This is an optimization exercise on Yosys and OpenROAD, whose aim is small area, not a production implementation. Function was checked by simulation only, so behaviour that the tests miss may differ from the original. Power and IR drop assume default switching activity.

==> inputs of v22 <==
// banco_registradores_multiporta
module banco_registradores_multiporta (
    input  logic        clk,
    input  logic        reset,
    input  logic        clear,
    input  logic        we0,
    input  logic [4:0]  waddr0,
    input  logic [31:0] wdata0,
    input  logic        we1,
    input  logic [4:0]  waddr1,
    input  logic [31:0] wdata1,
    input  logic [9:0]  raddr,
    output logic [63:0] rdata,
    output logic        busy
);
==> module banco_registradores_multiporta, before the edit <==
module banco_registradores_multiporta (
    input  logic        clk,
    input  logic        reset,
    input  logic        clear,
    input  logic        we0,
    input  logic [4:0]  waddr0,
    input  logic [31:0] wdata0,
    input  logic        we1,
    input  logic [4:0]  waddr1,
    input  logic [31:0] wdata1,
    input  logic [9:0]  raddr,
    output logic [63:0] rdata,
    output logic        busy
);
    logic       clearing;
    logic [4:0] clrCnt;
    always_ff @(posedge clk) begin
        if (reset) begin
            clearing <= 1'b1;
            clrCnt   <= 5'd0;
        end else if (clearing) begin
            clrCnt <= clrCnt + 5'd1;
            if (clrCnt == 5'd31) clearing <= 1'b0;
        end else if (clear) begin
            clearing <= 1'b1;
            clrCnt   <= 5'd0;
        end
    end
    assign busy = clearing;
    logic wr0Ok, wr1Ok;
    assign wr0Ok = we0 && (waddr0 != 5'd0) && !clearing;
    assign wr1Ok = we1 && (waddr1 != 5'd0) && !clearing;
    logic [31:1] sel0, sel1, hold;
    logic [31:0] nq     [1:31];
    logic [31:0] nqNext [1:31];
    logic [31:0] val    [0:32];
    assign val[31] = wdata0;
    assign val[32] = wdata1;
    genvar i, b;
    generate
        for (i = 1; i < 32; i++) begin : g_reg
            assign sel1[i] = wr1Ok && (waddr1 == 5'(i));
            assign sel0[i] = wr0Ok && (waddr0 == 5'(i)) && !sel1[i];
            assign hold[i] = !clearing && !sel0[i] && !sel1[i];
            for (b = 0; b < 32; b++) begin : g_bit
                rf_wr_bit u_next (
                    .s0(sel0[i]), .s1(sel1[i]), .h(hold[i]),
                    .d0(wdata0[b]), .d1(wdata1[b]), .v(val[i-1][b]), .nqNext(nqNext[i][b]));
            end
            always_ff @(posedge clk) nq[i] <= nqNext[i];
            assign val[i-1] = ~nq[i];
        end
    endgenerate
    genvar k, g;
    generate
        for (k = 0; k < 2; k++) begin : g_rd
            logic [4:0]  ra;
            logic        raOk, byp1, byp0, bypAny;
            logic [32:0] rsel;
            logic [31:0] grp [0:10];
            assign ra     = raddr[k*5 +: 5];
            assign raOk   = (ra != 5'd0) && !clearing;
            assign byp1   = wr1Ok && (waddr1 == ra);
            assign byp0   = wr0Ok && (waddr0 == ra) && !byp1;
            assign bypAny = byp1 || byp0;
            for (g = 0; g < 31; g++) begin : g_sel
                assign rsel[g] = raOk && !bypAny && (ra == 5'(g + 1));
            end
            assign rsel[31] = byp0;
            assign rsel[32] = byp1;
            for (g = 0; g < 11; g++) begin : g_grp
                for (b = 0; b < 32; b++) begin : g_bit
                    rf_rd_aoi u_aoi (
                        .s(rsel[3*g +: 3]), .d({val[3*g+2][b], val[3*g+1][b], val[3*g][b]}),
                        .n(grp[g][b]));
                end
            end
            assign rdata[k*32 +: 32] = ~(grp[0] & grp[1] & grp[2] & grp[3] & grp[4] & grp[5] &
                                         grp[6] & grp[7] & grp[8] & grp[9] & grp[10]);
        end
    endgenerate
endmodule
export LEC_CHECK = 0
export CAP_MARGIN = 20
export CELL_PAD_IN_SITES_DETAIL_PLACEMENT = 1
export CELL_PAD_IN_SITES_GLOBAL_PLACEMENT = 1
export CORE_MARGIN = 2
export CORE_UTILIZATION = 30
export SLEW_MARGIN = 20
export SYNTH_HIERARCHICAL = 1
export SYNTH_MINIMUM_KEEP_SIZE = 0
create_clock -name core_clock -period 10.0 [get_ports {clk}]
run.sh (not shown) runs the stock make flow with config.mk's settings and CLKGATE_MAP_FILE= SYNTH_SCRIPT=/design/flow/synth_recipe.tcl, a recipe that flattens the netlist after the stock synthesis.
==> v25: changes against v22 <==
--- a/flow/design.v
+++ b/flow/design.v
@@ -8,6 +8,13 @@
     output logic nqNext
 );
     assign nqNext = ~((s0 & d0) | (s1 & d1) | (h & v));
+endmodule
+module rf_sel (
+    input  logic a,
+    input  logic b,
+    output logic y
+);
+    assign y = a & b;
 endmodule
 module rf_rd_aoi (
     input  logic [2:0] s,
@@ -45,9 +52,23 @@
         end
     end
     assign busy = clearing;
-    logic wr0Ok, wr1Ok;
-    assign wr0Ok = we0 && (waddr0 != 5'd0) && !clearing;
-    assign wr1Ok = we1 && (waddr1 != 5'd0) && !clearing;
+    logic wr0Ok, wr1Ok, wr0Eff;
+    assign wr0Ok  = we0 && (waddr0 != 5'd0) && !clearing;
+    assign wr1Ok  = we1 && (waddr1 != 5'd0) && !clearing;
+    assign wr0Eff = wr0Ok && !(wr1Ok && (waddr0 == waddr1));
+    logic [7:0] w0Hi, w1Hi;
+    logic [3:0] w0Lo, w1Lo;
+    genvar p;
+    generate
+        for (p = 0; p < 8; p++) begin : g_whi
+            assign w0Hi[p] = wr0Eff && (waddr0[4:2] == 3'(p));
+            assign w1Hi[p] = wr1Ok && (waddr1[4:2] == 3'(p));
+        end
+        for (p = 0; p < 4; p++) begin : g_wlo
+            assign w0Lo[p] = (waddr0[1:0] == 2'(p));
+            assign w1Lo[p] = (waddr1[1:0] == 2'(p));
+        end
+    endgenerate
     logic [31:1] sel0, sel1, hold;
     logic [31:0] nq     [1:31];
     logic [31:0] nqNext [1:31];
@@ -57,9 +78,11 @@
     genvar i, b;
     generate
         for (i = 1; i < 32; i++) begin : g_reg
-            assign sel1[i] = wr1Ok && (waddr1 == 5'(i));
-            assign sel0[i] = wr0Ok && (waddr0 == 5'(i)) && !sel1[i];
-            assign hold[i] = !clearing && !sel0[i] && !sel1[i];
+            logic idle;
+            rf_sel u_s1 (.a(w1Hi[i >> 2]), .b(w1Lo[i & 3]), .y(sel1[i]));
+            rf_sel u_s0 (.a(w0Hi[i >> 2]), .b(w0Lo[i & 3]), .y(sel0[i]));
+            assign idle = !(sel0[i] || sel1[i]);
+            rf_sel u_h (.a(!clearing), .b(idle), .y(hold[i]));
             for (b = 0; b < 32; b++) begin : g_bit
                 rf_wr_bit u_next (
                     .s0(sel0[i]), .s1(sel1[i]), .h(hold[i]),
@@ -77,12 +100,20 @@
             logic [32:0] rsel;
             logic [31:0] grp [0:10];
             assign ra     = raddr[k*5 +: 5];
-            assign raOk   = (ra != 5'd0) && !clearing;
+            logic [7:0] rHi;
+            logic [3:0] rLo;
             assign byp1   = wr1Ok && (waddr1 == ra);
-            assign byp0   = wr0Ok && (waddr0 == ra) && !byp1;
+            assign byp0   = wr0Eff && (waddr0 == ra);
             assign bypAny = byp1 || byp0;
+            assign raOk   = !clearing && !bypAny;
+            for (g = 0; g < 8; g++) begin : g_rhi
+                assign rHi[g] = raOk && (ra[4:2] == 3'(g));
+            end
+            for (g = 0; g < 4; g++) begin : g_rlo
+                assign rLo[g] = (ra[1:0] == 2'(g));
+            end
             for (g = 0; g < 31; g++) begin : g_sel
-                assign rsel[g] = raOk && !bypAny && (ra == 5'(g + 1));
+                rf_sel u_sel (.a(rHi[(g + 1) >> 2]), .b(rLo[(g + 1) & 3]), .y(rsel[g]));
             end
             assign rsel[31] = byp0;
             assign rsel[32] = byp1;
==> flow/flow/run.sh (new file) <==
#!/bin/bash
set -euo pipefail
bash standard.sh \
  "BUFFER_PORTS_ARGS=-buffer_cell sky130_fd_sc_hd__buf_1" \
  "CTS_ARGS=-sink_clustering_enable -repair_clock_nets -dont_use_dummy_load -buf_list sky130_fd_sc_hd__clkbuf_8 -sink_clustering_size 12 -sink_clustering_max_diameter 100" \
  finish > standard_sh.log 2>&1
==> flow/standard.sh (new file) <==
#!/bin/bash
# synth_recipe.tcl (not shown) runs the flow's synth.tcl, then flattens the netlist and writes it again
# the make line also repeats each setting of config.mk as NAME=value (left out here)
make -C /OpenROAD-flow-scripts/flow DESIGN_CONFIG=/design/flow/config.mk WORK_HOME=/design/flow/orfs CLKGATE_MAP_FILE= SYNTH_SCRIPT=/design/flow/synth_recipe.tcl "${@:-finish}"
- CORE_UTILIZATION: 30 -> 45
removed: flow/run.sh
==> v1: changes against v22 <==
--- a/flow/design.v
+++ b/flow/design.v
@@ -8,6 +8,13 @@
     output logic nqNext
 );
     assign nqNext = ~((s0 & d0) | (s1 & d1) | (h & v));
+endmodule
+module rf_sel (
+    input  logic a,
+    input  logic b,
+    output logic y
+);
+    assign y = a & b;
 endmodule
 module rf_rd_aoi (
     input  logic [2:0] s,
@@ -45,9 +52,23 @@
         end
     end
     assign busy = clearing;
-    logic wr0Ok, wr1Ok;
-    assign wr0Ok = we0 && (waddr0 != 5'd0) && !clearing;
-    assign wr1Ok = we1 && (waddr1 != 5'd0) && !clearing;
+    logic wr0Ok, wr1Ok, wr0Eff;
+    assign wr0Ok  = we0 && (waddr0 != 5'd0) && !clearing;
+    assign wr1Ok  = we1 && (waddr1 != 5'd0) && !clearing;
+    assign wr0Eff = wr0Ok && !(wr1Ok && (waddr0 == waddr1));
+    logic [7:0] w0Hi, w1Hi;
+    logic [3:0] w0Lo, w1Lo;
+    genvar p;
+    generate
+        for (p = 0; p < 8; p++) begin : g_whi
+            assign w0Hi[p] = wr0Eff && (waddr0[4:2] == 3'(p));
+            assign w1Hi[p] = wr1Ok && (waddr1[4:2] == 3'(p));
+        end
+        for (p = 0; p < 4; p++) begin : g_wlo
+            assign w0Lo[p] = (waddr0[1:0] == 2'(p));
+            assign w1Lo[p] = (waddr1[1:0] == 2'(p));
+        end
+    endgenerate
     logic [31:1] sel0, sel1, hold;
     logic [31:0] nq     [1:31];
     logic [31:0] nqNext [1:31];
@@ -57,9 +78,11 @@
     genvar i, b;
     generate
         for (i = 1; i < 32; i++) begin : g_reg
-            assign sel1[i] = wr1Ok && (waddr1 == 5'(i));
-            assign sel0[i] = wr0Ok && (waddr0 == 5'(i)) && !sel1[i];
-            assign hold[i] = !clearing && !sel0[i] && !sel1[i];
+            logic idle;
+            rf_sel u_s1 (.a(w1Hi[i >> 2]), .b(w1Lo[i & 3]), .y(sel1[i]));
+            rf_sel u_s0 (.a(w0Hi[i >> 2]), .b(w0Lo[i & 3]), .y(sel0[i]));
+            assign idle = !(sel0[i] || sel1[i]);
+            rf_sel u_h (.a(!clearing), .b(idle), .y(hold[i]));
             for (b = 0; b < 32; b++) begin : g_bit
                 rf_wr_bit u_next (
                     .s0(sel0[i]), .s1(sel1[i]), .h(hold[i]),
@@ -77,12 +100,20 @@
             logic [32:0] rsel;
             logic [31:0] grp [0:10];
             assign ra     = raddr[k*5 +: 5];
-            assign raOk   = (ra != 5'd0) && !clearing;
+            logic [7:0] rHi;
+            logic [3:0] rLo;
             assign byp1   = wr1Ok && (waddr1 == ra);
-            assign byp0   = wr0Ok && (waddr0 == ra) && !byp1;
+            assign byp0   = wr0Eff && (waddr0 == ra);
             assign bypAny = byp1 || byp0;
+            assign raOk   = !clearing && !bypAny;
+            for (g = 0; g < 8; g++) begin : g_rhi
+                assign rHi[g] = raOk && (ra[4:2] == 3'(g));
+            end
+            for (g = 0; g < 4; g++) begin : g_rlo
+                assign rLo[g] = (ra[1:0] == 2'(g));
+            end
             for (g = 0; g < 31; g++) begin : g_sel
-                assign rsel[g] = raOk && !bypAny && (ra == 5'(g + 1));
+                rf_sel u_sel (.a(rHi[(g + 1) >> 2]), .b(rLo[(g + 1) & 3]), .y(rsel[g]));
             end
             assign rsel[31] = byp0;
             assign rsel[32] = byp1;
==> flow/flow/run.sh (new file) <==
#!/bin/bash
set -euo pipefail
bash standard.sh \
  "BUFFER_PORTS_ARGS=-buffer_cell sky130_fd_sc_hd__buf_1" \
  "CTS_ARGS=-sink_clustering_enable -repair_clock_nets -dont_use_dummy_load -buf_list sky130_fd_sc_hd__clkbuf_4 -sink_clustering_size 8 -sink_clustering_max_diameter 60" \
  finish > standard_sh.log 2>&1
==> flow/standard.sh (new file) <==
#!/bin/bash
# synth_recipe.tcl (not shown) runs the flow's synth.tcl, then flattens the netlist and writes it again
# the make line also repeats each setting of config.mk as NAME=value (left out here)
make -C /OpenROAD-flow-scripts/flow DESIGN_CONFIG=/design/flow/config.mk WORK_HOME=/design/flow/orfs CLKGATE_MAP_FILE= SYNTH_SCRIPT=/design/flow/synth_recipe.tcl "${@:-finish}"
- CORE_UTILIZATION: 30 -> 45
removed: flow/run.sh
==> qor summary <==
item                                                                                    v25                      v22                        v1
Largest net degree at the start of global routing                                        41                       40                        41
Hpwl dp                                                                              158 mm                   173 mm                    158 mm
Via count                                                                             52315                    52585                     52656
Sum of met2 wire segment lengths after detailed routing                              109 mm                   115 mm                    109 mm
Number of optimization iterations in the first detailed-route pass                       19                       19                        20
Overall die area                                                                 0.101 mm^2               0.152 mm^2                0.101 mm^2
Placeable core region                                                           0.0980 mm^2               0.148 mm^2               0.0980 mm^2
Number of nets in the final layout                                                     4777                     4955                      4829
Design Area, Final                                                              0.0493 mm^2              0.0552 mm^2               0.0491 mm^2
N_diodes                                                                                 15                        8                        14
Total routing resource utilization after global routing                               0.510                    0.350                     0.513
Met3 Resource Use GR                                                                  0.224                    0.110                     0.231
Run status                                                                   finished clean           finished clean            finished clean
Seq pwr                                                                             3.97 mW                  3.98 mW                   3.97 mW
Critical-path top delay cell                                        sky130_fd_sc_hd__and2_2  sky130_fd_sc_hd__nor3_4  sky130_fd_sc_hd__nand4_1
Cell internal power dissipation                                                     4.84 mW                  6.42 mW                   4.68 mW
Area share of the largest cell type after synthesis                                   0.451                    0.447                     0.451

what the ideal ports hide:
How much do the figures lean on ideal ports? The routed layouts below were timed once more, with nothing changed but the port constraints. Step 1: set_driving_cell puts a clkbuf_16 on clk and a buf_2 on each other input, an assumption about the parent block. Step 2 times the ports against the registers' clock, not the clock port: input delays grow and output delays shrink by t, the midpoint of the rising clock arrivals with the driver on. a / b / c = no drivers / after step 1 / after step 2; a / b = the first two.
run	shift t [ns]	setup WS [ns]	worst setup path after step 2	latest minus earliest clock arrival (ns)
v22	0.842	0.610 / 0.386 / 0.386	input to output	0.078 / 0.079
v25	0.862	1.189 / 1.162 / 1.162	input to output	0.105 / 0.105
v1	1.178	1.000 / 0.976 / 0.976	input to output	0.098 / 0.098
After both steps every run listed still meets setup and hold. The setup slack of v22, which loses most, moves by -0.224 ns with the drivers and by -0.224 ns with both steps.
